From an optimization exercise on the open Yosys and OpenROAD flow, aimed at small area; shortcuts taken in it are not production practice. Only simulation tests tie the RTL to the original design; equivalence was not proved.

## design/flow/config.mk

```make
export PLATFORM = sky130hd
export DESIGN_NAME = motion_overlay_chip
export DESIGN_NICKNAME = motion_overlay_chip
export VERILOG_FILES = /design/flow/design.v
export SDC_FILE = /design/flow/constraint.sdc
export NUM_CORES = 4
export LEC_CHECK = 0
export CAP_MARGIN = 20
export CORE_MARGIN = 2
export CORE_UTILIZATION = 40
export CTS_BUF_LIST = sky130_fd_sc_hd__clkbuf_8
export CTS_CLUSTER_DIAMETER = 60
export CTS_CLUSTER_SIZE = 12
export SLEW_MARGIN = 20
```

## design/flow/constraint.sdc

```tcl
create_clock -name core_clock -period 100.0 [get_ports {clk}]
set_input_delay 20.0000 -clock core_clock [delete_from_list [all_inputs] [get_ports {clk}]]
set_output_delay 20.0000 -clock core_clock [all_outputs]
set_load 0.01 [all_outputs]
```

## design/flow/design.v

```verilog
package motion_overlay_pkg;
    localparam int coord_width = 10;
    typedef logic [coord_width-1:0] coord_t;
    typedef struct packed {
        coord_t x;
        coord_t y;
    } point_t;
    typedef struct packed {
        logic   de;
        coord_t x;
        coord_t y;
    } raster_t;
    typedef struct packed {
        logic   valid;
        point_t pos;
    } shot_mark_t;
    localparam int shot_mark_width = 1 + 2 * coord_width;
    typedef logic [15:0] rgb565_t;
    typedef struct packed {
        logic [3:0] r;
        logic [3:0] g;
        logic [3:0] b;
    } rgb444_t;
    localparam int fb_shift = 2;
    localparam int fb_addr_width = $clog2(160 * 120);
    typedef logic [fb_addr_width-1:0] fb_addr_t;
    localparam int ring_inner_sq = 256;
    localparam int ring_outer_sq = 400;
    localparam int cross_half_width = 2;
    localparam int shot_radius_sq = 144;
    localparam logic [3:0] motion_tint = 4'd3;
endpackage
`timescale 1ns/10ps
module rc_sub #(
    parameter int W = 8
) (
    input  logic [W-1:0] a,
    input  logic [W-1:0] b,
    output logic [W-1:0] d,
    output logic         nb
);
    logic [W:0] c;
    assign c[0] = 1'b1;
    for (genvar j = 0; j < W; j++) begin : g_bit
        assign d[j]   = a[j] ^ ~b[j] ^ c[j];
        assign c[j+1] = (a[j] & ~b[j]) | (a[j] & c[j]) | (~b[j] & c[j]);
    end
    assign nb = c[W];
endmodule
module rc_addc #(
    parameter int W = 8
) (
    input  logic [W-1:0] a,
    input  logic [W-1:0] b,
    input  logic         ci,
    output logic [W-1:0] s,
    output logic         co
);
    logic [W:0] c;
    assign c[0] = ci;
    for (genvar j = 0; j < W; j++) begin : g_bit
        assign s[j]   = a[j] ^ b[j] ^ c[j];
        assign c[j+1] = (a[j] & b[j]) | (a[j] & c[j]) | (b[j] & c[j]);
    end
    assign co = c[W];
endmodule
module rc_add #(
    parameter int W  = 8,
    parameter int WB = 8
) (
    input  logic [W-1:0]  a,
    input  logic [WB-1:0] b,
    input  logic          ci,
    output logic [W-1:0]  s
);
    logic [W:0] c;
    assign c[0] = ci;
    for (genvar j = 0; j < W; j++) begin : g_bit
        if (j < WB) begin : g_fa
            assign s[j]   = a[j] ^ b[j] ^ c[j];
            assign c[j+1] = (a[j] & b[j]) | (a[j] & c[j]) | (b[j] & c[j]);
        end else begin : g_ha
            assign s[j]   = a[j] ^ c[j];
            assign c[j+1] = a[j] & c[j];
        end
    end
endmodule
module centroid_tracker (
    input  logic       clk,
    input  logic       reset,
    input  logic       active,
    input  logic       frame_end,
    input  logic [9:0] px,
    input  logic [8:0] py,
    input  logic       motion_flag,
    output logic [9:0] ncx,    
    output logic [8:0] ncy,
    output logic       motion_valid
);
    logic [18:0] count;
    logic        pend;
    logic        hit;
    logic [18:0] count_b;
    logic [18:0] count_n;
    logic        qr;
    logic        at1023;
    logic [19:0] ax, ay;
    logic [9:0]  qx;
    logic [8:0]  qy;
    assign hit     = active & motion_flag;
    assign count_b = count & {19{~pend}};
    rc_add #(.W(19), .WB(1)) u_add_n (.a(count_b), .b(1'b0), .ci(hit), .s(count_n));
    assign qr     = |count_b[18:10];
    assign at1023 = &count_b[9:0] & ~qr;
    always_ff @(posedge clk or posedge reset) begin
        if (reset)
            pend <= 1'b1;
        else
            pend <= frame_end;
    end
    always_ff @(posedge clk) begin
        count <= count_n;
    end
    mean_axis #(.XW(10)) u_mx (
        .clk(clk), .pend(pend), .hit(hit), .x(px & {10{hit}}),
        .count_n(count_n), .qr(qr), .conv(hit & at1023), .a(ax), .q(qx)
    );
    mean_axis #(.XW(9)) u_my (
        .clk(clk), .pend(pend), .hit(hit), .x(py & {9{hit}}),
        .count_n(count_n), .qr(qr), .conv(hit & at1023), .a(ay), .q(qy)
    );
    logic        qr_f;
    logic [19:0] num;
    logic [9:0]  quo;
    logic [9:0]  cx_f;
    logic [8:0]  cy_f;
    assign qr_f = |count[18:10];
    assign num  = pend ? ay : ax;
    small_div u_div (.num(num), .den(count[9:0]), .quo(quo));
    assign cx_f = qr_f ? qx : quo;
    assign cy_f = qr_f ? qy : quo[8:0];
    logic [8:0] ncy_q;
    always_ff @(posedge clk) begin
        if (frame_end) ncx <= ~cx_f;
        if (pend) ncy_q <= ~cy_f;
    end
    assign ncy = pend ? ~cy_f : ncy_q;
    always_ff @(posedge clk or posedge reset) begin
        if (reset)
            motion_valid <= 1'b0;
        else if (frame_end)
            motion_valid <= |count_b;
    end
endmodule
module mean_axis #(
    parameter int XW = 10
) (
    input  logic          clk,
    input  logic          pend,
    input  logic          hit,
    input  logic [XW-1:0] x,         
    input  logic [18:0]   count_n,   
    input  logic          qr,        
    input  logic          conv,      
    output logic [19:0]   a,
    output logic [XW-1:0] q
);
    logic [19:0]   a_b;
    logic [XW-1:0] q_b;
    logic [XW:0]   d;
    logic [19:0]   t;
    logic [19:0]   u;
    logic          sgn;
    logic          dec, inc;
    logic [XW-1:0] q_pm;
    logic [19:0]   a_n;
    logic [XW-1:0] q_n;
    assign a_b = a & {20{~pend}};
    assign q_b = q & {XW{~pend}};
    rc_addc #(.W(XW+1)) u_d (.a({1'b0, x}), .b(~{1'b0, q_b & {XW{hit}}}), .ci(1'b1), .s(d), .co());
    rc_addc #(.W(20)) u_t (.a(a_b), .b({{(19-XW){d[XW]}}, d}), .ci(1'b0), .s(t), .co());
    assign sgn = t[19];
    rc_addc #(.W(20)) u_u (.a(t), .b({1'b0, count_n} ^ {20{~sgn}}), .ci(~sgn), .s(u), .co());
    assign dec = qr & sgn;
    assign inc = qr & ~sgn & ~u[19];
    rc_addc #(.W(XW)) u_q (.a(q_b), .b({XW{dec}}), .ci(inc), .s(q_pm), .co());
    assign a_n = conv ? {10'd0, t[9:0]} : ((dec | inc) ? u : t);
    assign q_n = q_pm | (t[XW+9:10] & {XW{conv}});
    always_ff @(posedge clk) begin
        a <= a_n;
        q <= q_n;
    end
endmodule
module small_div (
    input  logic [19:0] num,
    input  logic [9:0]  den,
    output logic [9:0]  quo
);
    logic [19:0] rem [11];
    assign rem[10] = num;
    for (genvar i = 9; i >= 0; i--) begin : g_stage
        logic [10:0] part;
        logic [10:0] diff;
        logic        ge;
        assign part = rem[i+1][i+10:i];
        rc_addc #(.W(11)) u_sub (.a(part), .b(~{1'b0, den}), .ci(1'b1), .s(diff), .co(ge));
        assign quo[i] = ge;
        always_comb begin
            rem[i] = rem[i+1];
            if (ge) rem[i][i+10:i] = diff;
        end
    end
endmodule
`timescale 1ns/10ps
module shot_recorder #(
    parameter int SHOT_DEPTH = 6
) (
    input  logic                    clk,
    input  logic                    reset,
    input  logic                    shot_btn,
    input  logic [9:0]              ncx,
    input  logic [8:0]              ncy,
    input  logic                    motion_valid,
    output logic [SHOT_DEPTH-1:0]   sv,
    output logic [SHOT_DEPTH*10-1:0] sx,
    output logic [SHOT_DEPTH*9-1:0]  sy
);
    logic btn_meta;
    logic btn_sync;
    logic record;
    always_ff @(posedge clk or posedge reset) begin
        if (reset) begin
            btn_meta <= 1'b0;
            btn_sync <= 1'b0;
        end else begin
            btn_meta <= shot_btn;
            btn_sync <= btn_meta;
        end
    end
    assign record = btn_meta & ~btn_sync & motion_valid;
    logic [2:0] nvalid;
    always_ff @(posedge clk or posedge reset) begin
        if (reset)
            nvalid <= 3'd0;
        else if (record && nvalid != 3'(SHOT_DEPTH))
            nvalid <= nvalid + 3'd1;
    end
    for (genvar i = 0; i < SHOT_DEPTH; i++) begin : g_valid
        assign sv[i] = nvalid > 3'(i);
    end
    always_ff @(posedge clk) begin
        if (record) begin
            sx <= {sx[(SHOT_DEPTH-1)*10-1:0], ncx};
            sy <= {sy[(SHOT_DEPTH-1)*9-1:0], ncy};
        end
    end
endmodule
`timescale 1ns/10ps
module overlay_mixer #(
    parameter int SHOT_DEPTH = 6
) (
    input  logic                     active,
    input  logic [9:0]               px,
    input  logic [9:0]               py,
    input  logic                     motion_flag,
    input  logic [15:0]              img_data,
    input  logic [9:0]               ncx,    
    input  logic [8:0]               ncy,
    input  logic                     motion_valid,
    input  logic [SHOT_DEPTH-1:0]    sv,
    input  logic [SHOT_DEPTH*10-1:0] sx,     
    input  logic [SHOT_DEPTH*9-1:0]  sy,
    output logic [14:0]              fb_addr,
    output logic [11:0]              rgb
);
    logic [9:0] px16, px32;
    logic [8:0] py16, py32;
    rc_add #(.W(6), .WB(1)) u_px16 (.a(px[9:4]), .b(1'b1), .ci(1'b0), .s(px16[9:4]));
    rc_add #(.W(5), .WB(1)) u_px32 (.a(px[9:5]), .b(1'b1), .ci(1'b0), .s(px32[9:5]));
    rc_add #(.W(5), .WB(1)) u_py16 (.a(py[8:4]), .b(1'b1), .ci(1'b0), .s(py16[8:4]));
    rc_add #(.W(4), .WB(1)) u_py32 (.a(py[8:5]), .b(1'b1), .ci(1'b0), .s(py32[8:5]));
    assign px16[3:0] = px[3:0];
    assign px32[4:0] = px[4:0];
    assign py16[3:0] = py[3:0];
    assign py32[4:0] = py[4:0];
    logic [9:0] fb_a, fb_hi;
    rc_add #(.W(10), .WB(9)) u_fb0 (.a({1'b0, py[8:2], 2'b00}), .b({2'b00, py[8:2]}), .ci(1'b0), .s(fb_a));
    rc_add #(.W(10), .WB(3)) u_fb1 (.a(fb_a), .b(px[9:7]), .ci(1'b0), .s(fb_hi));
    assign fb_addr = {fb_hi, px[6:2]} & {15{active}};
    logic [9:0] rtx;
    logic [8:0] rty;
    logic       on_reticle;
    rc_addc #(.W(10)) u_rx (.a(px32), .b(ncx), .ci(1'b1), .s(rtx), .co());
    rc_addc #(.W(9))  u_ry (.a(py32), .b(ncy), .ci(1'b1), .s(rty), .co());
    logic       in_ret;
    reticle_fn u_ret (.tx(rtx[5:0]), .ty(rty[5:0]), .hit(in_ret));
    assign on_reticle = motion_valid && rtx[9:6] == 4'd0 && rty[8:6] == 3'd0 && in_ret;
    logic [SHOT_DEPTH-1:0] shot_hit;
    for (genvar i = 0; i < SHOT_DEPTH; i++) begin : g_shot
        logic [9:0] tx;
        logic [8:0] ty;
        rc_addc #(.W(10)) u_sx (.a(px16), .b(sx[i*10 +: 10]), .ci(1'b1), .s(tx), .co());
        rc_addc #(.W(9))  u_sy (.a(py16), .b(sy[i*9 +: 9]), .ci(1'b1), .s(ty), .co());
        logic in_disc;
        disc_fn u_disc (.tx(tx[4:0]), .ty(ty[4:0]), .hit(in_disc));
        assign shot_hit[i] = sv[i] && tx[9:5] == 5'd0 && ty[8:5] == 4'd0 && in_disc;
    end
    always_comb begin
        rgb = 12'h000;
        if (active) begin
            if (on_reticle)
                rgb = 12'hf00;
            else if (|shot_hit)
                rgb = 12'h000;
            else if (motion_flag)
                rgb = {img_data[15:12] + 4'd3, img_data[10:7], img_data[4:1]};
            else
                rgb = {img_data[15:12], img_data[10:7], img_data[4:1]};
        end
    end
endmodule
module disc_fn (
    input  logic [4:0] tx,
    input  logic [4:0] ty,
    output logic       hit
);
    logic new_n12;
    logic new_n13;
    logic new_n14;
    logic new_n15;
    logic new_n16;
    logic new_n17;
    logic new_n18;
    logic new_n19;
    logic new_n20;
    logic new_n21;
    logic new_n22;
    logic new_n23;
    logic new_n24;
    logic new_n25;
    logic new_n26;
    logic new_n27;
    logic new_n28;
    logic new_n29;
    logic new_n30;
    logic new_n31;
    logic new_n32;
    logic new_n33;
    logic new_n34;
    logic new_n35;
    logic new_n36;
    logic new_n37;
    logic new_n38;
    logic new_n39;
    logic new_n40;
    logic new_n41;
    logic new_n42;
    logic new_n43;
    logic new_n44;
    logic new_n45;
    logic new_n46;
    logic new_n47;
    logic new_n48;
    logic new_n49;
    logic new_n50;
    logic new_n51;
    logic new_n52;
    logic new_n53;
    logic new_n54;
    logic new_n55;
    logic new_n56;
    logic new_n57;
    logic new_n58;
    logic new_n59;
    logic new_n60;
    assign new_n12 = ty[3] & ~ty[4];
    assign new_n13 = ~ty[3] & ty[4];
    assign new_n14 = ~new_n12 & ~new_n13;
    assign new_n15 = ~ty[1] & ty[2];
    assign new_n16 = ~ty[0] & new_n15;
    assign new_n17 = ty[2] & ~ty[4];
    assign new_n18 = ~ty[2] & ty[4];
    assign new_n19 = ~new_n17 & ~new_n18;
    assign new_n20 = ~new_n16 & new_n19;
    assign new_n21 = ~tx[0] & ~tx[1];
    assign new_n22 = ~tx[2] & new_n21;
    assign new_n23 = new_n16 & ~new_n22;
    assign new_n24 = ~new_n20 & ~new_n23;
    assign new_n25 = ty[0] & ty[2];
    assign new_n26 = ty[1] & ~new_n25;
    assign new_n27 = ~new_n15 & ~new_n26;
    assign new_n28 = tx[2] & ~new_n21;
    assign new_n29 = tx[0] & tx[1];
    assign new_n30 = ~ty[0] & ~new_n29;
    assign new_n31 = new_n28 & ~new_n30;
    assign new_n32 = ~new_n27 & new_n31;
    assign new_n33 = new_n24 & ~new_n32;
    assign new_n34 = new_n14 & ~new_n33;
    assign new_n35 = ~tx[3] & ~new_n34;
    assign new_n36 = ty[0] & new_n21;
    assign new_n37 = new_n27 & ~new_n36;
    assign new_n38 = new_n21 & ~new_n37;
    assign new_n39 = tx[0] & ty[0];
    assign new_n40 = new_n19 & ~new_n39;
    assign new_n41 = new_n27 & new_n40;
    assign new_n42 = ~new_n14 & ~new_n41;
    assign new_n43 = ~new_n38 & new_n42;
    assign new_n44 = new_n20 & new_n29;
    assign new_n45 = ~new_n28 & ~new_n44;
    assign new_n46 = new_n43 & new_n45;
    assign new_n47 = ~new_n35 & ~new_n46;
    assign new_n48 = tx[4] & ~new_n47;
    assign new_n49 = ~tx[1] & new_n20;
    assign new_n50 = tx[2] & ~new_n49;
    assign new_n51 = new_n43 & new_n50;
    assign new_n52 = ~tx[3] & ~new_n51;
    assign new_n53 = tx[4] & ~new_n22;
    assign new_n54 = tx[1] & ~ty[0];
    assign new_n55 = ~tx[2] & ~new_n54;
    assign new_n56 = ~new_n37 & new_n55;
    assign new_n57 = new_n24 & ~new_n56;
    assign new_n58 = new_n14 & ~new_n57;
    assign new_n59 = ~new_n53 & ~new_n58;
    assign new_n60 = ~new_n52 & new_n59;
    assign hit = new_n48 | new_n60;
endmodule
module reticle_fn (
    input  logic [5:0] tx,
    input  logic [5:0] ty,
    output logic       hit
);
    logic new_n14;
    logic new_n15;
    logic new_n16;
    logic new_n17;
    logic new_n18;
    logic new_n19;
    logic new_n20;
    logic new_n21;
    logic new_n22;
    logic new_n23;
    logic new_n24;
    logic new_n25;
    logic new_n26;
    logic new_n27;
    logic new_n28;
    logic new_n29;
    logic new_n30;
    logic new_n31;
    logic new_n32;
    logic new_n33;
    logic new_n34;
    logic new_n35;
    logic new_n36;
    logic new_n37;
    logic new_n38;
    logic new_n39;
    logic new_n40;
    logic new_n41;
    logic new_n42;
    logic new_n43;
    logic new_n44;
    logic new_n45;
    logic new_n46;
    logic new_n47;
    logic new_n48;
    logic new_n49;
    logic new_n50;
    logic new_n51;
    logic new_n52;
    logic new_n53;
    logic new_n54;
    logic new_n55;
    logic new_n56;
    logic new_n57;
    logic new_n58;
    logic new_n59;
    logic new_n60;
    logic new_n61;
    logic new_n62;
    logic new_n63;
    logic new_n64;
    logic new_n65;
    logic new_n66;
    logic new_n67;
    logic new_n68;
    logic new_n69;
    logic new_n70;
    logic new_n71;
    logic new_n72;
    logic new_n73;
    logic new_n74;
    logic new_n75;
    logic new_n76;
    logic new_n77;
    logic new_n78;
    logic new_n79;
    logic new_n80;
    logic new_n81;
    logic new_n82;
    logic new_n83;
    logic new_n84;
    logic new_n85;
    logic new_n86;
    logic new_n87;
    logic new_n88;
    logic new_n89;
    logic new_n90;
    logic new_n91;
    logic new_n92;
    logic new_n93;
    logic new_n94;
    logic new_n95;
    logic new_n96;
    logic new_n97;
    logic new_n98;
    logic new_n99;
    logic new_n100;
    logic new_n101;
    logic new_n102;
    logic new_n103;
    logic new_n104;
    logic new_n105;
    logic new_n106;
    logic new_n107;
    logic new_n108;
    logic new_n109;
    logic new_n110;
    logic new_n111;
    logic new_n112;
    logic new_n113;
    logic new_n114;
    logic new_n115;
    logic new_n116;
    logic new_n117;
    logic new_n118;
    logic new_n119;
    logic new_n120;
    logic new_n121;
    logic new_n122;
    logic new_n123;
    logic new_n124;
    logic new_n125;
    logic new_n126;
    logic new_n127;
    logic new_n128;
    logic new_n129;
    logic new_n130;
    logic new_n131;
    logic new_n132;
    logic new_n133;
    logic new_n134;
    logic new_n135;
    logic new_n136;
    logic new_n137;
    logic new_n138;
    logic new_n139;
    logic new_n140;
    logic new_n141;
    logic new_n142;
    logic new_n143;
    logic new_n144;
    assign new_n14 = ty[2] & ty[3];
    assign new_n15 = ~ty[4] & new_n14;
    assign new_n16 = ~ty[0] & ~ty[1];
    assign new_n17 = ty[2] & ~new_n16;
    assign new_n18 = ~ty[3] & ty[4];
    assign new_n19 = ~new_n17 & new_n18;
    assign new_n20 = ~new_n15 & ~new_n19;
    assign new_n21 = ~ty[2] & ~ty[3];
    assign new_n22 = ~new_n14 & ~new_n21;
    assign new_n23 = ~ty[1] & ~ty[2];
    assign new_n24 = ty[0] & ty[1];
    assign new_n25 = ty[2] & new_n24;
    assign new_n26 = ~new_n23 & ~new_n25;
    assign new_n27 = ~ty[0] & ty[1];
    assign new_n28 = new_n26 & ~new_n27;
    assign new_n29 = ~new_n22 & ~new_n28;
    assign new_n30 = ty[4] & ~ty[5];
    assign new_n31 = ~ty[4] & ty[5];
    assign new_n32 = ~new_n30 & ~new_n31;
    assign new_n33 = tx[0] & tx[1];
    assign new_n34 = ~tx[0] & ~tx[1];
    assign new_n35 = ~ty[0] & ~new_n34;
    assign new_n36 = ~new_n33 & ~new_n35;
    assign new_n37 = ~new_n20 & new_n36;
    assign new_n38 = new_n32 & ~new_n37;
    assign new_n39 = new_n29 & ~new_n38;
    assign new_n40 = ty[4] & new_n21;
    assign new_n41 = new_n16 & new_n40;
    assign new_n42 = ~new_n39 & ~new_n41;
    assign new_n43 = ~ty[3] & ~ty[5];
    assign new_n44 = ty[3] & ty[5];
    assign new_n45 = ~new_n43 & ~new_n44;
    assign new_n46 = new_n26 & ~new_n45;
    assign new_n47 = ~new_n29 & ~new_n46;
    assign new_n48 = ~new_n32 & ~new_n47;
    assign new_n49 = ~new_n16 & ~new_n48;
    assign new_n50 = ~new_n42 & ~new_n49;
    assign new_n51 = ~tx[0] & ~ty[0];
    assign new_n52 = ~new_n20 & ~new_n51;
    assign new_n53 = ~new_n34 & ~new_n52;
    assign new_n54 = ~new_n33 & ~new_n53;
    assign new_n55 = ~new_n27 & new_n48;
    assign new_n56 = new_n54 & new_n55;
    assign new_n57 = ~new_n50 & ~new_n56;
    assign new_n58 = ~tx[0] & ~new_n57;
    assign new_n59 = ~new_n41 & new_n48;
    assign new_n60 = tx[1] & ~new_n28;
    assign new_n61 = ~new_n59 & ~new_n60;
    assign new_n62 = new_n16 & new_n30;
    assign new_n63 = new_n45 & ~new_n62;
    assign new_n64 = tx[1] & ~new_n63;
    assign new_n65 = ~tx[0] & ~new_n64;
    assign new_n66 = new_n15 & ~new_n16;
    assign new_n67 = ~new_n40 & ~new_n66;
    assign new_n68 = ~new_n32 & new_n67;
    assign new_n69 = new_n60 & ~new_n68;
    assign new_n70 = ~new_n65 & ~new_n69;
    assign new_n71 = ~new_n61 & new_n70;
    assign new_n72 = ~new_n58 & ~new_n71;
    assign new_n73 = tx[1] & ~new_n26;
    assign new_n74 = ~new_n20 & new_n73;
    assign new_n75 = tx[2] & ~new_n74;
    assign new_n76 = ~new_n72 & new_n75;
    assign new_n77 = new_n52 & new_n64;
    assign new_n78 = new_n42 & ~new_n77;
    assign new_n79 = ~tx[2] & ~new_n78;
    assign new_n80 = ~new_n76 & ~new_n79;
    assign new_n81 = ~new_n20 & ~new_n80;
    assign new_n82 = ~new_n48 & new_n67;
    assign new_n83 = ~new_n28 & ~new_n46;
    assign new_n84 = ~new_n82 & new_n83;
    assign new_n85 = ~new_n81 & new_n84;
    assign new_n86 = ~ty[2] & new_n16;
    assign new_n87 = ~new_n45 & ~new_n86;
    assign new_n88 = ~new_n82 & ~new_n87;
    assign new_n89 = tx[2] & new_n33;
    assign new_n90 = new_n88 & ~new_n89;
    assign new_n91 = ~tx[2] & ~new_n33;
    assign new_n92 = ~new_n38 & new_n91;
    assign new_n93 = ~new_n90 & ~new_n92;
    assign new_n94 = ~tx[3] & new_n93;
    assign new_n95 = ~new_n85 & new_n94;
    assign new_n96 = tx[3] & new_n80;
    assign new_n97 = ~tx[4] & ~new_n96;
    assign new_n98 = ~new_n95 & new_n97;
    assign new_n99 = tx[0] & new_n28;
    assign new_n100 = ~tx[1] & ~new_n99;
    assign new_n101 = tx[0] & new_n22;
    assign new_n102 = ~new_n26 & new_n101;
    assign new_n103 = ~new_n87 & ~new_n102;
    assign new_n104 = ~new_n100 & ~new_n103;
    assign new_n105 = ~tx[3] & tx[4];
    assign new_n106 = new_n16 & new_n21;
    assign new_n107 = new_n34 & new_n106;
    assign new_n108 = tx[2] & ~new_n107;
    assign new_n109 = new_n105 & ~new_n108;
    assign new_n110 = new_n68 & new_n109;
    assign new_n111 = ~new_n104 & new_n110;
    assign new_n112 = tx[5] & ~new_n111;
    assign new_n113 = ~new_n98 & new_n112;
    assign new_n114 = tx[2] & ~new_n32;
    assign new_n115 = ~new_n88 & ~new_n114;
    assign new_n116 = ~tx[1] & tx[4];
    assign new_n117 = ~new_n115 & ~new_n116;
    assign new_n118 = new_n34 & ~new_n42;
    assign new_n119 = ~tx[2] & ~new_n84;
    assign new_n120 = ~new_n118 & new_n119;
    assign new_n121 = ~new_n93 & ~new_n120;
    assign new_n122 = ~new_n117 & ~new_n121;
    assign new_n123 = ~new_n28 & new_n33;
    assign new_n124 = ~new_n103 & ~new_n123;
    assign new_n125 = new_n34 & ~new_n106;
    assign new_n126 = tx[2] & ~new_n125;
    assign new_n127 = new_n20 & new_n126;
    assign new_n128 = ~new_n124 & new_n127;
    assign new_n129 = ~tx[4] & ~new_n128;
    assign new_n130 = tx[3] & ~new_n129;
    assign new_n131 = ~new_n122 & new_n130;
    assign new_n132 = new_n57 & new_n75;
    assign new_n133 = ~tx[0] & ~new_n63;
    assign new_n134 = ~new_n28 & new_n133;
    assign new_n135 = ~new_n100 & ~new_n134;
    assign new_n136 = new_n54 & ~new_n135;
    assign new_n137 = new_n59 & ~new_n136;
    assign new_n138 = new_n68 & ~new_n135;
    assign new_n139 = ~tx[2] & ~new_n138;
    assign new_n140 = ~new_n137 & new_n139;
    assign new_n141 = new_n105 & ~new_n140;
    assign new_n142 = ~new_n132 & new_n141;
    assign new_n143 = ~tx[5] & ~new_n142;
    assign new_n144 = ~new_n131 & new_n143;
    assign hit = ~new_n113 & ~new_n144;
endmodule
`timescale 1ns/10ps
module motion_overlay_top #(
    parameter int SHOT_DEPTH = 6
) (
    input  logic                         clk,
    input  logic                         reset,
    input  motion_overlay_pkg::raster_t  pixel,
    input  logic                         motion_flag,
    input  logic                         shot_btn,
    input  motion_overlay_pkg::rgb565_t  img_data,
    output motion_overlay_pkg::fb_addr_t fb_addr,
    output motion_overlay_pkg::rgb444_t  rgb
);
    logic                    active;
    logic                    frame_end;
    logic [9:0]              ncx;
    logic [8:0]              ncy;
    logic                    motion_valid;
    logic [SHOT_DEPTH-1:0]   sv;
    logic [SHOT_DEPTH*10-1:0] sx;
    logic [SHOT_DEPTH*9-1:0]  sy;
    assign active = pixel.de && !(pixel.x[9] && (pixel.x[8] || pixel.x[7])) &&
                    !pixel.y[9] && !(&pixel.y[8:5]);
    assign frame_end = (pixel.x == 10'd640) && (pixel.y == 10'd480);
    centroid_tracker u_tracker (
        .clk         (clk),
        .reset       (reset),
        .active      (active),
        .frame_end   (frame_end),
        .px          (pixel.x),
        .py          (pixel.y[8:0]),
        .motion_flag (motion_flag),
        .ncx         (ncx),
        .ncy         (ncy),
        .motion_valid(motion_valid)
    );
    shot_recorder #(.SHOT_DEPTH(SHOT_DEPTH)) u_shots (
        .clk         (clk),
        .reset       (reset),
        .shot_btn    (shot_btn),
        .ncx         (ncx),
        .ncy         (ncy),
        .motion_valid(motion_valid),
        .sv          (sv),
        .sx          (sx),
        .sy          (sy)
    );
    overlay_mixer #(.SHOT_DEPTH(SHOT_DEPTH)) u_mixer (
        .active      (active),
        .px          (pixel.x),
        .py          (pixel.y),
        .motion_flag (motion_flag),
        .img_data    (img_data),
        .ncx         (ncx),
        .ncy         (ncy),
        .motion_valid(motion_valid),
        .sv          (sv),
        .sx          (sx),
        .sy          (sy),
        .fb_addr     (fb_addr),
        .rgb         (rgb)
    );
endmodule
`timescale 1ns/10ps
module motion_overlay_chip (
    input  logic        clk,
    input  logic        reset,
    input  logic        pixel_de,
    input  logic [9:0]  pixel_x,
    input  logic [9:0]  pixel_y,
    input  logic        motion_flag,
    input  logic        shot_btn,
    input  logic [15:0] img_data,
    output logic [14:0] fb_addr,
    output logic [11:0] rgb
);
    motion_overlay_pkg::raster_t pixel;
    motion_overlay_pkg::rgb444_t rgb_s;
    assign pixel.de = pixel_de;
    assign pixel.x  = pixel_x;
    assign pixel.y  = pixel_y;
    assign rgb      = rgb_s;
    motion_overlay_top u_top (
        .clk        (clk),
        .reset      (reset),
        .pixel      (pixel),
        .motion_flag(motion_flag),
        .shot_btn   (shot_btn),
        .img_data   (img_data),
        .fb_addr    (fb_addr),
        .rgb        (rgb_s)
    );
endmodule
```

## design/flow/flow/run.sh

```bash
#!/bin/bash
# Own layout flow: the standard flow, with three changes.
#  1. After the standard synthesis, the combinational logic between the
#     registers and adder cells is remapped for area: fapol2.py flips
#     full-adder cells to the polarity that needs the fewest inverters
#     (a full adder is self-dual), then yosys/ABC remaps the plain logic
#     (resynth.ys, resynth_s*.abc, best of four seeds by pick.py).  Registers, full-adder and tie cells are
#     kept as the standard synthesis made them (same instances, names, types).
#  2. Ports are buffered with buf_1 cells instead of clkdlybuf4s50_1.
#  3. A power-recovery (downsizing) pass runs after the placement resize.
# Each tool's output goes to a log file of its own in this folder.
set -euo pipefail
R=$PWD/orfs/results/${FLOW_PLATFORM}/motion_overlay_chip/base
ln -sf $FLOW_HOME/platforms/${FLOW_PLATFORM}/lib/sky130_fd_sc_hd__tt_025C_1v80.lib lib.lib
YOSYS=$FLOW_HOME/../tools/install/yosys/bin/yosys
[ -x "$YOSYS" ] || YOSYS=yosys
export BUFFER_PORTS_ARGS="-buffer_cell sky130_fd_sc_hd__buf_1"
export POST_RESIZE_TCL="$PWD/flow/post_resize.tcl"

# standard synthesis only
bash standard.sh $R/1_2_yosys.v > standard_synth.log 2>&1
cp $R/1_2_yosys.v std_1_2_yosys.v

python3 flow/fapol2.py std_1_2_yosys.v fapol_1_2_yosys.v --flex > fapol.log 2>&1
for sd in 0 1 2 3; do
  mkdir -p rs$sd/flow
  cp fapol_1_2_yosys.v rs$sd/
  cp flow/resynth_s$sd.abc rs$sd/flow/resynth.abc
  ln -sf ../lib.lib rs$sd/lib.lib
  ( cd rs$sd && $YOSYS -q -l resynth.log -s ../flow/resynth.ys > /dev/null 2>&1 \
      && $YOSYS -q -l resynth_check.log -s ../flow/resynth_check.ys > /dev/null 2>&1 ) &
done
wait
best=$(python3 flow/pick.py rs0 rs1 rs2 rs3 2> pick.log)
cp $best/resynth_1_2_yosys.v resynth_1_2_yosys.v
cp $best/resynth.log resynth.log
cp $best/resynth_check.log resynth_check.log
cp resynth_1_2_yosys.v $R/1_2_yosys.v
touch $R/1_2_yosys.v

# rest of the standard flow from the new netlist
bash standard.sh > standard.log 2>&1
```

## design/flow/flow/fapol2.py

```python
#!/usr/bin/env python3
"""Remove inverters around the full-adder cells of a flat gate-level netlist.

A full adder is self-dual: FA(~a, ~b, ~c) = (~sum, ~cout).  Each fa cell
may therefore be flipped (all three inputs and both outputs complemented)
without changing what the netlist computes.  The script groups nets that
differ only by inverters into signals, picks a polarity for every fa cell
that minimises the number of signals needing an inverter (simulated
annealing), and rebuilds the inverters of the signals it touches.

usage: fapol2.py in.v out.v
"""
import re, sys, random, math
from collections import defaultdict

INV = re.compile(r'^sky130_fd_sc_hd__(clk)?inv_\d+$')
FA = re.compile(r'^sky130_fd_sc_hd__fa_\d+$')
OUTPINS = {'X', 'Y', 'Q', 'Q_N', 'SUM', 'COUT', 'HI', 'LO'}

src = open(sys.argv[1]).read()
assert src.count('endmodule') == 1, 'expects one flat module'
m = re.search(r'\bmodule\b.*?\bendmodule\b', src, re.S)
head, body, tail = src[:m.start()], src[m.start():m.end()], src[m.end():]

cell_re = re.compile(r'^(\s*)(sky130_fd_sc_hd__\w+)\s+(\S+)\s*\((.*?)\);\n', re.S | re.M)
pin_re = re.compile(r'\.(\w+)\(([^()]*)\)')
cells, order, pieces, pos = {}, [], [], 0
for cm in cell_re.finditer(body):
    pieces.append(body[pos:cm.start()])
    typ, name, pins = cm.group(2), cm.group(3), cm.group(4)
    cells[name] = [typ, {k: v.strip() for k, v in pin_re.findall(pins)}]
    order.append(name)
    pieces.append(('CELL', name))
    pos = cm.end()
pieces.append(body[pos:])
text = ''.join(p for p in pieces if isinstance(p, str))

inputs, outputs = set(), set()
for d in re.finditer(r'^\s*(input|output|inout)\s+(\[[^\]]*\]\s*)?([^;]+);', text, re.M):
    for n in d.group(3).split(','):
        (inputs if d.group(1) == 'input' else outputs).add(n.strip())
fixed = set()
for a in re.finditer(r'^\s*assign\s+(.*?)=(.*?);', text, re.M):
    for side in (a.group(1), a.group(2)):
        for tok in re.findall(r'\\\S+(?:\s*\[\d+\])?|[A-Za-z_][\w$]*(?:\s*\[\d+\])?', side):
            fixed.add(tok.strip())

def base(net):
    return re.sub(r'\s*\[\d+\]$', '', net)

def isconst(x):
    return x.startswith("1'")

drv = {}
loads = defaultdict(list)
for n in order:
    typ, pins = cells[n]
    for p, net in pins.items():
        if net == '' or isconst(net):
            continue
        if p in OUTPINS:
            drv[net] = (n, p)
        else:
            loads[net].append((n, p))

# signal classes: follow inverters back to the root net
def root(net):
    pol = 0
    seen = set()
    while True:
        d = drv.get(net)
        if d and INV.match(cells[d[0]][0]) and net not in seen:
            seen.add(net)
            net = cells[d[0]][1]['A']
            pol ^= 1
        else:
            return net, pol

allnets = set(drv) | set(loads)
cls = defaultdict(list)          # root -> [(net, pol)]
netinfo = {}
for net in allnets:
    r, p = root(net)
    netinfo[net] = (r, p)
    cls[r].append((net, p))

fa_cells = [n for n in order if FA.match(cells[n][0])]

# consumers of each class: (cell, pin, polarity it gets now); inverters excluded
cons = defaultdict(list)
for r, nets in cls.items():
    for net, p in nets:
        for c, q in loads.get(net, []):
            if INV.match(cells[c][0]):
                continue
            cons[r].append((c, q, p))

# classes we may rebuild: driven by a plain cell output or an input port,
# no assign involvement, every output-port net at a single polarity
def rebuildable(r):
    if any(net in fixed for net, p in cls[r]):
        return False
    if isconst(r):
        return False
    d = drv.get(r)
    if d is None and base(r) not in inputs:
        return False
    pols = set(p for net, p in cls[r] if base(net) in outputs)
    names = [net for net, p in cls[r] if base(net) in outputs]
    if len(names) > 1:
        return False
    return True

ok = {r: rebuildable(r) for r in cls}

# an fa cell may flip only if all its pins sit on rebuildable classes
flippable = []
for f in fa_cells:
    pins = cells[f][1]
    good = True
    for q in ('A', 'B', 'CIN', 'SUM', 'COUT'):
        x = pins.get(q, '')
        if isconst(x):
            continue
        if x not in netinfo or not ok[netinfo[x][0]]:
            good = False
    if good:
        flippable.append(f)
fidx = {f: i for i, f in enumerate(flippable)}

# driver polarity of class r given flips: the driver net's polarity is 0;
# if the driver is a flipped fa output the physical output becomes 1
def drv_fa(r):
    d = drv.get(r)
    if d and d[0] in fidx:
        return fidx[d[0]]
    return None

classes = [r for r in cls if ok[r]]
cls_drvfa = {r: drv_fa(r) for r in classes}
RIGID = re.compile(r'^sky130_fd_sc_hd__(fa|s?e?df\w*|conb)_\d+$')
FLEX = '--flex' in sys.argv
cls_cons = {}
for r in classes:
    lst = []
    for c, q, p in cons[r]:
        if FLEX and not RIGID.match(cells[c][0]):
            continue      # plain logic: a later ABC run takes either polarity
        lst.append((fidx.get(c) if q in ('A', 'B', 'CIN') else None, p))
    # output port nets are consumers at their polarity
    for net, p in cls[r]:
        if base(net) in outputs:
            lst.append((None, p))
    cls_cons[r] = lst

touch = defaultdict(set)
for r in classes:
    if cls_drvfa[r] is not None:
        touch[cls_drvfa[r]].add(r)
    for fi, p in cls_cons[r]:
        if fi is not None:
            touch[fi].add(r)

flip = [0] * len(flippable)

def cost(r):
    d = flip[cls_drvfa[r]] if cls_drvfa[r] is not None else 0
    for fi, p in cls_cons[r]:
        need = p ^ (flip[fi] if fi is not None else 0)
        if need != d:
            return 1
    return 0

total = sum(cost(r) for r in classes)
start = total
best, bestflip = total, flip[:]
random.seed(1)
N = len(flippable)
T = 2.0
steps = 200000 if N else 0
for it in range(steps):
    i = random.randrange(N)
    rs = touch[i]
    before = sum(cost(r) for r in rs)
    flip[i] ^= 1
    after = sum(cost(r) for r in rs)
    dlt = after - before
    if dlt <= 0 or random.random() < math.exp(-dlt / T):
        total += dlt
        if total < best:
            best, bestflip = total, flip[:]
    else:
        flip[i] ^= 1
    T = max(0.02, 2.0 * (1 - it / steps))
flip = bestflip
sys.stderr.write('fapol2: %d fa cells, %d flippable, inverted signals %d -> %d\n'
                 % (len(fa_cells), N, start, best))

# rebuild: touched classes (those with any flippable fa, or whose inverter
# set changes) get fresh inverters
newid = [0]
def newname(prefix):
    newid[0] += 1
    return '_fapol_%s%d_' % (prefix, newid[0])

changed = set()
for i, f in enumerate(flippable):
    if flip[i]:
        changed |= touch[i]
newnets = []
for r in changed:
    nets = cls[r]
    d = flip[cls_drvfa[r]] if cls_drvfa[r] is not None else 0
    # needed polarities
    need = set([d])
    cons_new = []
    for c, q, p in cons[r]:
        fi = fidx.get(c) if q in ('A', 'B', 'CIN') else None
        np_ = p ^ (flip[fi] if fi is not None else 0)
        cons_new.append((c, q, np_))
        need.add(np_)
    port = {p: net for net, p in nets if base(net) in outputs}
    need |= set(port)
    # names per polarity
    name = {}
    for P in need:
        if P in port:
            name[P] = port[P]
        elif P == 0 and (drv.get(r) is None):
            name[P] = r            # input port keeps its name as polarity 0
        else:
            cand = [net for net, p in nets if p == P and base(net) not in outputs and base(net) not in inputs]
            if cand:
                name[P] = sorted(cand, key=lambda x: (x != r, x))[0]
            else:
                name[P] = newname('n'); newnets.append(name[P])
    if drv.get(r) is None and d in name and name[d] != r:
        # input port must stay the driver net of polarity 0
        name[d] = r
    # remove old inverters of this class
    for net, p in nets:
        dd = drv.get(net)
        if dd and INV.match(cells[dd[0]][0]) and dd[0] in cells:
            del cells[dd[0]]
            order.remove(dd[0])
    # driver
    dd = drv.get(r)
    if dd is not None:
        cells[dd[0]][1][dd[1]] = name[d]
    for c, q, np_ in cons_new:
        cells[c][1][q] = name[np_]
    if 1 - d in name:
        n = newname('inv')
        cells[n] = ['sky130_fd_sc_hd__inv_1', {'A': name[d], 'Y': name[1 - d]}]
        order.append(n)

# constant inputs of flipped fa cells
cinv = {"1'h0": "1'h1", "1'h1": "1'h0", "1'b0": "1'b1", "1'b1": "1'b0"}
for i, f in enumerate(flippable):
    if flip[i]:
        for q in ('A', 'B', 'CIN'):
            x = cells[f][1][q]
            if x in cinv:
                cells[f][1][q] = cinv[x]

ninv = sum(1 for n in order if INV.match(cells[n][0]))
sys.stderr.write('fapol2: inverter cells now %d\n' % ninv)

def fmt(n):
    typ, pins = cells[n]
    return '  %s %s (\n%s\n  );\n' % (typ, n, ',\n'.join('    .%s(%s)' % (k, v + (' ' if v.startswith('\\') else '')) for k, v in pins.items()))
out, seen = [], set()
for p in pieces:
    if isinstance(p, str):
        out.append(p)
    elif p[1] in cells:
        out.append(fmt(p[1])); seen.add(p[1])
txt = ''.join(out)
i = txt.rfind('endmodule')
txt = txt[:i] + ''.join(fmt(n) for n in order if n not in seen) + txt[i:]
j = txt.index(');') + 2
txt = txt[:j] + '\n' + ''.join('  wire %s;\n' % n for n in newnets) + txt[j:]
open(sys.argv[2], 'w').write(head + txt + tail)
```

## design/flow/flow/pick.py

```python
#!/usr/bin/env python3
"""pick.py DIR... : print the folder whose resynth_check.log reports the
smallest chip area (ties: first given)."""
import re, sys
best = None
for d in sys.argv[1:]:
    try:
        m = re.findall(r"Chip area for module '[^']*': ([\d.]+)", open(d + '/resynth_check.log').read())
        if not m:
            continue
        a = float(m[-1])
    except OSError:
        continue
    print('%s %.1f' % (d, a), file=sys.stderr)
    if best is None or a < best[1]:
        best = (d, a)
if best is None:
    sys.exit('no candidate passed')
print(best[0])
```

## design/flow/flow/post_resize.tcl

```tcl
# trade the spare setup slack for smaller cells
repair_timing -recover_power 100 -verbose
```

## design/flow/flow/resynth.ys

```
# remap the plain logic (half adders included) of fapol_1_2_yosys.v; registers,
# full-adder and tie cells stay as they are (blackboxes); lib.lib is the
# platform liberty file
read_liberty -ignore_miss_func lib.lib
read_verilog fapol_1_2_yosys.v
hierarchy -top motion_overlay_chip
blackbox sky130_fd_sc_hd__*df* sky130_fd_sc_hd__fa_* sky130_fd_sc_hd__conb_*
flatten
opt_clean
stat -liberty lib.lib
abc -script flow/resynth.abc -liberty lib.lib -dont_use sky130_fd_sc_hd__probe_p_8 -dont_use sky130_fd_sc_hd__probec_p_8 -dont_use sky130_fd_sc_hd__lpflow_bleeder_1 -dont_use sky130_fd_sc_hd__lpflow_clkbufkapwr_1 -dont_use sky130_fd_sc_hd__lpflow_clkbufkapwr_16 -dont_use sky130_fd_sc_hd__lpflow_clkbufkapwr_2 -dont_use sky130_fd_sc_hd__lpflow_clkbufkapwr_4 -dont_use sky130_fd_sc_hd__lpflow_clkbufkapwr_8 -dont_use sky130_fd_sc_hd__lpflow_clkinvkapwr_1 -dont_use sky130_fd_sc_hd__lpflow_clkinvkapwr_16 -dont_use sky130_fd_sc_hd__lpflow_clkinvkapwr_2 -dont_use sky130_fd_sc_hd__lpflow_clkinvkapwr_4 -dont_use sky130_fd_sc_hd__lpflow_clkinvkapwr_8 -dont_use sky130_fd_sc_hd__lpflow_decapkapwr_12 -dont_use sky130_fd_sc_hd__lpflow_decapkapwr_3 -dont_use sky130_fd_sc_hd__lpflow_decapkapwr_4 -dont_use sky130_fd_sc_hd__lpflow_decapkapwr_6 -dont_use sky130_fd_sc_hd__lpflow_decapkapwr_8 -dont_use sky130_fd_sc_hd__lpflow_inputiso0n_1 -dont_use sky130_fd_sc_hd__lpflow_inputiso0p_1 -dont_use sky130_fd_sc_hd__lpflow_inputiso1n_1 -dont_use sky130_fd_sc_hd__lpflow_inputiso1p_1 -dont_use sky130_fd_sc_hd__lpflow_inputisolatch_1 -dont_use sky130_fd_sc_hd__lpflow_isobufsrc_1 -dont_use sky130_fd_sc_hd__lpflow_isobufsrc_16 -dont_use sky130_fd_sc_hd__lpflow_isobufsrc_2 -dont_use sky130_fd_sc_hd__lpflow_isobufsrc_4 -dont_use sky130_fd_sc_hd__lpflow_isobufsrc_8 -dont_use sky130_fd_sc_hd__lpflow_isobufsrckapwr_16 -dont_use sky130_fd_sc_hd__lpflow_lsbuf_lh_hl_isowell_tap_1 -dont_use sky130_fd_sc_hd__lpflow_lsbuf_lh_hl_isowell_tap_2 -dont_use sky130_fd_sc_hd__lpflow_lsbuf_lh_hl_isowell_tap_4 -dont_use sky130_fd_sc_hd__lpflow_lsbuf_lh_isowell_4 -dont_use sky130_fd_sc_hd__lpflow_lsbuf_lh_isowell_tap_1 -dont_use sky130_fd_sc_hd__lpflow_lsbuf_lh_isowell_tap_2 -dont_use sky130_fd_sc_hd__lpflow_lsbuf_lh_isowell_tap_4 
opt_clean -purge
hilomap -singleton -hicell sky130_fd_sc_hd__conb_1 HI -locell sky130_fd_sc_hd__conb_1 LO
insbuf -buf sky130_fd_sc_hd__buf_4 A X
select motion_overlay_chip
write_verilog -noattr -nohex -nodec -selected resynth_1_2_yosys.v
```

## design/flow/flow/resynth_check.ys

```
# the remapped netlist must read back as platform cells only
read_liberty -lib lib.lib
read_verilog resynth_1_2_yosys.v
hierarchy -check -top motion_overlay_chip
check -assert -mapped
stat -liberty lib.lib
```

## design/flow/flow/resynth_s0.abc

```
&get -n
&deepsyn -T 120 -S 0
&put
dch -f
amap
topo
```

## design/flow/flow/resynth_s1.abc

```
&get -n
&deepsyn -T 120 -S 1
&put
dch -f
amap
topo
```

## design/flow/flow/resynth_s2.abc

```
&get -n
&deepsyn -T 120 -S 2
&put
dch -f
amap
topo
```

## design/flow/flow/resynth_s3.abc

```
&get -n
&deepsyn -T 120 -S 3
&put
dch -f
amap
topo
```

## design/flow/standard.sh

```bash
#!/bin/bash
# synth_recipe.tcl (not shown) runs the flow's synth.tcl, then flattens the netlist and writes it again
# the make line also repeats each setting of config.mk as NAME=value (left out here)
make -C /OpenROAD-flow-scripts/flow DESIGN_CONFIG=/design/flow/config.mk WORK_HOME=/design/flow/orfs CLKGATE_MAP_FILE= SYNTH_SCRIPT=/design/flow/synth_recipe.tcl "${@:-finish}"
```

==> results of run 1 <==
[worst register-to-register path, delay by kind of cell (launching register included)]
family	cells	cell delay (ps)
DFF	1	1000
AOI/OAI and AO/OA	27	5920
buffers and inverters	26	9240
and+or+nand+nor	19	3710
adders and majority gates	77	30000
[cell usage in the layout (no fill, tap or decap), types with 8 or more instances in the layout]
cell and count:
a22oi_1 8, clkbuf_8 24, o21a_1 9, o21bai_1 18, fa_1 298, inv_1 10, a31oi_1 16, a21oi_1 72
o21ai_0 108, nor3_1 26, clkinv_1 221, nor2b_1 52, o211ai_1 16, buf_4 13, buf_1 62, nand2_1 140
o22ai_1 100, nand3_1 9, or2_0 9, clkbuf_1 13, dfxtp_1 87, o221ai_1 9, a211oi_1 13, edfxtp_1 124
o22a_1 44, or4_1 8, nor2_1 232
[stage by stage]
| step | setup WS (ps) | util | instances | hold slack (ps) |
|---|---|---|---|---|
| CTS | 22200 | 0.438 | 2433 | 399 |
| global route | 20240 | 0.440 | 2437 | 419 |
| floorplan | 31970 | - | 1712 | 354 |
| detailed placement | 22880 | 0.429 | 2397 | 380 |
| finish | 24300 | 0.440 | 2437 | 395 |
| global placement | 27810 | 0.431 | 2396 | 360 |
[per-layer routing]
| metal | GRT usage | part of all wire | vias up |
|---|---|---|---|
| met4 | 0.0641 | 0.033 | 0 |
| met1 | 0.275 | 0.42 | 6691 |
| met5 | 0 | 0 | - |
| met2 | 0.377 | 0.51 | 377 |
| met3 | 0.0217 | 0.044 | 80 |
| li1 | - | - | 6272 |
[worst max-delay path by stage]
stage	startpoint	endpoint	cells after the start
6_report	u_top.u_tracker.pend	rgb[0]	165
5_1_grt	u_top.u_tracker.pend	rgb[4]	165
4_1_cts	u_top.u_tracker.pend	rgb[0]	164
3_5_place_dp	u_top.u_tracker.pend	rgb[0]	164
3_3_place_gp	u_top.u_tracker.pend	rgb[7]	161
2_1_floorplan	u_top.u_tracker.pend	rgb[0]	161
[sequential cells by signal (all words and copies together) (netlist names)]
signal                        flops
u_top.u_tracker.count            19
u_top.u_tracker.motion_valid      1
u_top.u_shots.nvalid              3
u_top.u_tracker.ncy_q             9
u_top.u_tracker.u_my.q            9
u_top.u_tracker.u_mx.a           20
u_top.u_shots.sy                 54
u_top.u_shots.btn_sync            1
u_top.u_shots.sx                 60
u_top.u_tracker.u_my.a           20
u_top.u_tracker.u_mx.q           10
u_top.u_shots.btn_meta            1
u_top.u_tracker.pend              1
u_top.u_tracker.ncx              10
[area by class of cell]
cell class	instances	area share
clock inverter	12	0.00259
tap	592	0.0383
sequential	218	0.292
timing repair buffer	97	0.0249
clock buffer	24	0.0171
inverter	221	0.0429
multi-input combinational	1273	0.583
==> results_tabular.tex, run 1 <==
\begin{tabular}{lr}
\hline
Metric & Value \\
\hline
\multicolumn{2}{l}{\textbf{Worst setup path}} \\
\quad Endpoint type of the worst setup path & primary output \\
\quad Arrival time of the worst setup path & around 56,000 ps \\
\quad Largest fanout on the critical path & around 60 \\
\quad WS Path Type & reg -> out \\
\quad Cell with the biggest individual delay on the critical path & dfstp\_1 \\
\quad Worst R2R Path Depth & between 100 and 150 \\
\quad Critical path's top delay family & adder cells \\
\quad Most frequent cell on the critical path & fa\_1 \\
\quad Critical Path Max Stage Delay & 1000 ps \\
\quad End of the worst register-to-register path & u\_top.u\_shots.sy[0] \\
\quad Required time of the worst setup path & 80,000 ps \\
\quad Critical path launch point type & flop \\
\quad Total buffers and inverters traversed by the critical path & 29 \\
\quad Worst reg2reg path startpoint & u\_top.u\_tracker.pend \\
\multicolumn{2}{l}{\textbf{Synth}} \\
\quad Synthesized area & about 18,000 um2 \\
\quad Post-synthesis net count & between 2,000 and 2,500 \\
\quad Warning count from the yosys run & 7 \\
\quad Number of standard cells after synthesis & about 1,700 \\
\quad Average cell area after synthesis & 10.3 um2 \\
\multicolumn{2}{l}{\textbf{GRT}} \\
\quad Antenna violations before repair & 0 \\
\quad Residual overflow from global routing & 0 \\
\quad Vias in the first global route & between 10,000 and 15,000 \\
\quad Largest net degree at the start of global routing & between 80 and 90 \\
\quad Total routing usage reported by global routing & 0.212 \\
\quad First-pass GRT wire length & between 70,000 and 80,000 um \\
\multicolumn{2}{l}{\textbf{Placement}} \\
\quad Last weighted congestion value of the routability-driven placer & 0.895 \\
\quad Estimated wirelength of the detail-placed design & $\sim$38,000 um \\
\quad Port Buf Inserts & 63 \\
\quad Post-Place Cell Area & roughly 19,000 um2 \\
\multicolumn{2}{l}{\textbf{CTS}} \\
\quad Worst-case clock buffer depth & 3 \\
\quad Worst skew pair latency & approximately 540 ps \\
\quad Clock slew seen by the registers of the worst setup and hold paths & approximately 90 ps \\
\quad Clock root buffer & clkbuf\_8 \\
\quad H-tree depth & 1 \\
\quad Setup Buffers After CTS & 0 \\
\quad Resized cells post-CTS & 0 \\
\quad \# clock sinks & between 200 and 250 \\
\quad Clock tree from TritonCTS & yes \\
\quad Post-CTS Hold Buffers & 0 \\
\quad Number of buffers created by CTS & 22 \\
\multicolumn{2}{l}{\textbf{Routing}} \\
\quad First-pass DRT Iterations & 6 \\
\quad Post-DRT Antenna Nets & 0 \\
\quad Vias & 13,400 \\
\quad Post-detailed-route wirelength per cell & 19.5 um \\
\quad Routed Wire Length & 47,400 um \\
\quad Number of remaining DRC errors & 0 \\
\quad Via density per instance & about 5.5 \\
\quad Initial DRC Count & 1,133 \\
\multicolumn{2}{l}{\textbf{Timing}} \\
\quad Top achievable clock speed & 13.2 MHz \\
\quad Setup repair after global routing missed its margin & false \\
\quad Share of the clock period used by the worst path after layout & 0.757 \\
\quad Worst Skew & approximately 12 ps \\
\quad Transition time at the pin with the least slew margin & around 1100 ps \\
\quad Final hold violation count & 0 \\
\quad Worst slew margin relative to its limit & 0.280 \\
\quad Final period demand of the worst path & about 76,000 ps \\
\quad Max-slew violation count & 0 \\
\quad Setup violation total in the final timing report & 0 \\
\quad Final-layout setup total negative slack & 0 ps \\
\multicolumn{2}{l}{\textbf{Run status}} \\
\quad Run status & complete, no violations \\
\multicolumn{2}{l}{\textbf{Cells and area}} \\
\quad Diode insertion count for antenna repair & 0 \\
\quad Number of inserted filler cells in the final layout & between 4,000 and 5,000 \\
\quad Share of final-layout standard cells stronger than drive strength 1 & 0.0282 \\
\quad Multi-input combinational cell area & roughly 11,000 um2 \\
\quad Finished Cell Area & just under 20,000 um2 \\
\quad Area added between synthesis and finish & 9.18\% \\
\quad Area of all sequential standard cells & approximately 5600 um2 \\
\quad NumNets Final & 2,172 \\
\multicolumn{2}{l}{\textbf{Flow run}} \\
\quad Number of violations of the max-capacitance limit & 0 \\
\multicolumn{2}{l}{\textbf{Hold path}} \\
\quad Class of the tightest hold or removal check & reg -> reg \\
\quad Endpoint of the worst hold-timing path & u\_top.u\_shots.btn\_sync \\
\quad Min-Delay Startpoint & u\_top.u\_shots.btn\_meta \\
\quad Number of cells on the worst hold path & 0 \\
\multicolumn{2}{l}{\textbf{Die}} \\
\quad Number of core rows & a little under 80 \\
\quad Die Y & approximately 210 um \\
\quad Initial core utilization & 0.403 \\
\quad Top Ports & a little under 70 \\
\quad Die X & approximately 210 um \\
\quad Die Footprint & roughly 46,000 um2 \\
\quad Core ar. & 43,900 um2 \\
\hline
\end{tabular}
==> inputs of run 2 (changes only) <==
--- a/design/flow/design.v
+++ b/design/flow/design.v
@@ -105,5 +105,6 @@
     logic        qr;
     logic        at1023;
-    logic [19:0] ax, ay;
+    logic [19:0] ax;
+    logic [18:0] ay;
     logic [9:0]  qx;
     logic [8:0]  qy;
@@ -126,5 +127,5 @@
         .count_n(count_n), .qr(qr), .conv(hit & at1023), .a(ax), .q(qx)
     );
-    mean_axis #(.XW(9)) u_my (
+    mean_axis #(.XW(9), .AW(19)) u_my (
         .clk(clk), .pend(pend), .hit(hit), .x(py & {9{hit}}),
         .count_n(count_n), .qr(qr), .conv(hit & at1023), .a(ay), .q(qy)
@@ -136,5 +137,5 @@
     logic [8:0]  cy_f;
     assign qr_f = |count[18:10];
-    assign num  = pend ? ay : ax;
+    assign num  = pend ? {1'b0, ay} : ax;
     small_div u_div (.num(num), .den(count[9:0]), .quo(quo));
     assign cx_f = qr_f ? qx : quo;
@@ -154,5 +155,6 @@
 endmodule
 module mean_axis #(
-    parameter int XW = 10
+    parameter int XW = 10,
+    parameter int AW = 20      
 ) (
     input  logic          clk,
@@ -163,8 +165,8 @@
     input  logic          qr,        
     input  logic          conv,      
-    output logic [19:0]   a,
+    output logic [AW-1:0] a,
     output logic [XW-1:0] q
 );
-    logic [19:0]   a_b;
+    logic [AW-1:0] a_b;
     logic [XW-1:0] q_b;
     logic [XW:0]   d;
@@ -176,8 +178,8 @@
     logic [19:0]   a_n;
     logic [XW-1:0] q_n;
-    assign a_b = a & {20{~pend}};
+    assign a_b = a & {AW{~pend}};
     assign q_b = q & {XW{~pend}};
     rc_addc #(.W(XW+1)) u_d (.a({1'b0, x}), .b(~{1'b0, q_b & {XW{hit}}}), .ci(1'b1), .s(d), .co());
-    rc_addc #(.W(20)) u_t (.a(a_b), .b({{(19-XW){d[XW]}}, d}), .ci(1'b0), .s(t), .co());
+    rc_addc #(.W(20)) u_t (.a(20'(a_b)), .b({{(19-XW){d[XW]}}, d}), .ci(1'b0), .s(t), .co());
     assign sgn = t[19];
     rc_addc #(.W(20)) u_u (.a(t), .b({1'b0, count_n} ^ {20{~sgn}}), .ci(~sgn), .s(u), .co());
@@ -188,5 +190,5 @@
     assign q_n = q_pm | (t[XW+9:10] & {XW{conv}});
     always_ff @(posedge clk) begin
-        a <= a_n;
+        a <= a_n[AW-1:0];
         q <= q_n;
     end
--- a/design/flow/config.mk
+++ b/design/flow/config.mk
@@ -11,4 +11,4 @@
 export CTS_BUF_LIST = sky130_fd_sc_hd__clkbuf_8
 export CTS_CLUSTER_DIAMETER = 60
-export CTS_CLUSTER_SIZE = 12
+export CTS_CLUSTER_SIZE = 14
 export SLEW_MARGIN = 20
==> run 2 against run 1 <==
Net effect: still clean; utilization rose by 0.75 points; synthesized cell count fell by 0.88%; maximum frequency rose by 0.13%; via count fell by 0.72%; register-to-register slack improved by 1100 ps; sequential share of layout area fell by 0.15 points; synthesized area fell by 0.38%; die area fell by 0.37%; routed wire length fell by 1.5%; setup slack improved by 95 ps; critical path type unchanged.
==> results_tabular.tex, run 2 <==
\begin{tabular}{lr}
\hline
Metric & Value \\
\hline
\multicolumn{2}{l}{\textbf{Run status}} \\
\quad Run status & complete, no violations \\
\multicolumn{2}{l}{\textbf{Die}} \\
\quad Number of core rows & 76 \\
\quad Top Ports & 68 \\
\quad Die X & 214 um \\
\quad Die Footprint & around 46,000 um2 \\
\quad Initial core utilization & 0.408 \\
\quad Die Y & 214 um \\
\quad Core ar. & 43,300 um2 \\
\multicolumn{2}{l}{\textbf{Routing}} \\
\quad Routed Wire Length & roughly 47,000 um \\
\quad Number of remaining DRC errors & 0 \\
\quad Initial DRC Count & between 900 and 1,000 \\
\quad Post-detailed-route wirelength per cell & 19.3 um \\
\quad Vias & around 13,000 \\
\quad First-pass DRT Iterations & 8 \\
\quad Via density per instance & about 5.5 \\
\quad Post-DRT Antenna Nets & 0 \\
\multicolumn{2}{l}{\textbf{Placement}} \\
\quad Estimated wirelength of the detail-placed design & between 30,000 and 40,000 um \\
\quad Port Buf Inserts & 63 \\
\quad Last weighted congestion value of the routability-driven placer & just over 0.9 \\
\quad Post-Place Cell Area & about 19,000 um2 \\
\quad Worst slack at placement & 25,250 ps \\
\multicolumn{2}{l}{\textbf{CTS}} \\
\quad Worst skew pair latency & about 560 ps \\
\quad Clock tree from TritonCTS & yes \\
\quad Number of buffers created by CTS & 21 \\
\quad Post-CTS Hold Buffers & 0 \\
\quad \# clock sinks & between 200 and 250 \\
\quad Worst-case clock buffer depth & 3 \\
\quad Clock root buffer & clkbuf\_8 \\
\quad Clock slew seen by the registers of the worst setup and hold paths & about 90 ps \\
\quad H-tree depth & 1 \\
\quad Resized cells post-CTS & 0 \\
\quad Setup Buffers After CTS & 0 \\
\multicolumn{2}{l}{\textbf{Worst setup path}} \\
\quad Largest fanout on the critical path & 21 \\
\quad Critical path launch point type & flop \\
\quad Arrival time of the worst setup path & 55,600 ps \\
\quad Most frequent cell on the critical path & fa\_1 \\
\quad WS Path Type & reg -> out \\
\quad Cell with the biggest individual delay on the critical path & dfstp\_1 \\
\quad Critical Path Max Stage Delay & about 1000 ps \\
\quad Required time of the worst setup path & around 80,000 ps \\
\quad Endpoint type of the worst setup path & primary output \\
\multicolumn{2}{l}{\textbf{Cells and area}} \\
\quad Flip-flop count of the largest register after layout & 60 \\
\quad Commonest non-fill, non-tap cells in the layout & fa\_1, nor2\_1, clkinv\_1 \\
\quad Finished Cell Area & 19,400 um2 \\
\quad Diode insertion count for antenna repair & 0 \\
\quad Area added between synthesis and finish & 9.78\% \\
\quad Multi-input combinational cell area & 11,300 um2 \\
\quad Most frequent standard cell in the layout excluding fill and tap cells & fa\_1 \\
\quad Area of all sequential standard cells & 5620 um2 \\
\quad Biggest regs & u\_top.u\_shots.sx (60), u\_top.u\_shots.sy (54), u\_top.u\_tracker.u\_mx.a (20) \\
\quad Number of inserted filler cells in the final layout & 4,133 \\
\quad Share of final-layout standard cells stronger than drive strength 1 & 0.0349 \\
\quad NumNets Final & 2,161 \\
\quad Register ranked first by flip-flop count & u\_top.u\_shots.sx \\
\multicolumn{2}{l}{\textbf{Synth}} \\
\quad Number of standard cells after synthesis & between 1,500 and 2,000 \\
\quad Warning count from the yosys run & 7 \\
\quad Average cell area after synthesis & 10.4 um2 \\
\quad Post-synthesis net count & roughly 2,000 \\
\quad Synthesized area & around 18,000 um2 \\
\multicolumn{2}{l}{\textbf{Timing}} \\
\quad Worst slew margin relative to its limit & 0.260 \\
\quad Share of the clock period used by the worst path after layout & 0.756 \\
\quad Setup repair after global routing missed its margin & false \\
\quad Max-slew violation count & 0 \\
\quad Worst Skew & approximately 14 ps \\
\quad Final period demand of the worst path & 75,600 ps \\
\quad Top achievable clock speed & 13.2 MHz \\
\quad Final-layout setup total negative slack & 0 ps \\
\quad Final hold violation count & 0 \\
\quad Setup violation total in the final timing report & 0 \\
\quad Post-layout worst setup margin & 24,400 ps \\
\quad Transition time at the pin with the least slew margin & between 1000 and 1500 ps \\
\quad Fin Hold WS & $\sim$380 ps \\
\multicolumn{2}{l}{\textbf{GRT}} \\
\quad Residual overflow from global routing & 0 \\
\quad Vias in the first global route & around 14,000 \\
\quad Total routing usage reported by global routing & 0.209 \\
\quad First-pass GRT wire length & roughly 75,000 um \\
\quad Antenna violations before repair & 0 \\
\quad Largest net degree at the start of global routing & 73 \\
\multicolumn{2}{l}{\textbf{Flow run}} \\
\quad Number of violations of the max-capacitance limit & 0 \\
\multicolumn{2}{l}{\textbf{Hold path}} \\
\quad Class of the tightest hold or removal check & reg -> reg \\
\hline
\end{tabular}
run 2: worst max-delay path, delay by kind of cell (launching register included):
kind,cells,cell delay [ps]
AND/OR/NAND/NOR,18,3570
adder cells (fa/ha/maj),83,34790
flip-flops,1,1010
buffers and inverters,23,7380
AO/OA/AOI/OAI,40,8230
run 2: path summary, 6_finish.rpt:
path | startpoint | endpoint | slack (ps) | cells past startpoint
max | u_top.u_tracker.pend | rgb[3] | 24400 | 164
min | u_top.u_shots.btn_meta | u_top.u_shots.btn_sync | 380 | 0
max reg2reg | u_top.u_tracker.pend | u_top.u_shots.sy[0] | 51080 | 137
min reg2reg | u_top.u_shots.btn_meta | u_top.u_shots.btn_sync | 380 | 0
max in group asynchronous | reset | u_top.u_tracker.pend | 80450 | 2
min in group asynchronous | reset | u_top.u_tracker.motion_valid | 19320 | 2
run 2: metrics by stage:
| step | util | cells |
|---|---|---|
| floorplan | - | 1697 |
| CTS | 0.447 | 2419 |
| detailed placement | 0.436 | 2382 |
| global route | 0.448 | 2421 |
| global placement | 0.437 | 2382 |
| finish | 0.448 | 2421 |
run 2: cell type report:
| type | count | share of cell area |
|---|---|---|
| clock buffer | 22 | 0.0156 |
| clock inverter | 15 | 0.00775 |
| inverter | 207 | 0.0401 |
| multi-input combinational | 1273 | 0.582 |
| sequential | 217 | 0.290 |
| tap | 585 | 0.0378 |
| timing repair buffer | 102 | 0.0265 |
run 2: layer usage:
metal  track usage  vias to the layer above  part of all wire
li1              -                     6228                 -
met1         0.268                     6627              0.40
met2         0.364                      396              0.50
met3        0.0278                       73             0.062
met4        0.0711                        0             0.035
met5             0                        -                 0

[afterwards: timing with drivers on the ports]
How much do the figures lean on ideal ports? The routed layouts below were timed once more, with nothing changed but the port constraints. Step 1 assumes that a clkbuf_16 drives the clock port and a buf_2 every other input. Step 2 moves the port delays by t, midway between the first and last clock arrival at a register: inputs arrive t later, outputs are due t later. That takes back most of the time a late clock gives input paths. Slacks: ideal / step 1 / step 2; pairs: ideal / step 1.
run | t (ns) | setup slack, ns | latest minus earliest clock arrival (ns) | worst data-port slew with drivers (ns) | cell pins on the clock port's net
run 1 | 0.592 | 24.302 / 24.249 / 24.841 | 0.013 / 0.012 | 0.04 | 1
run 2 | 0.605 | 24.397 / 24.343 / 24.948 | 0.017 / 0.018 | 0.04 | 1
After both steps setup and hold are still met in every run listed.
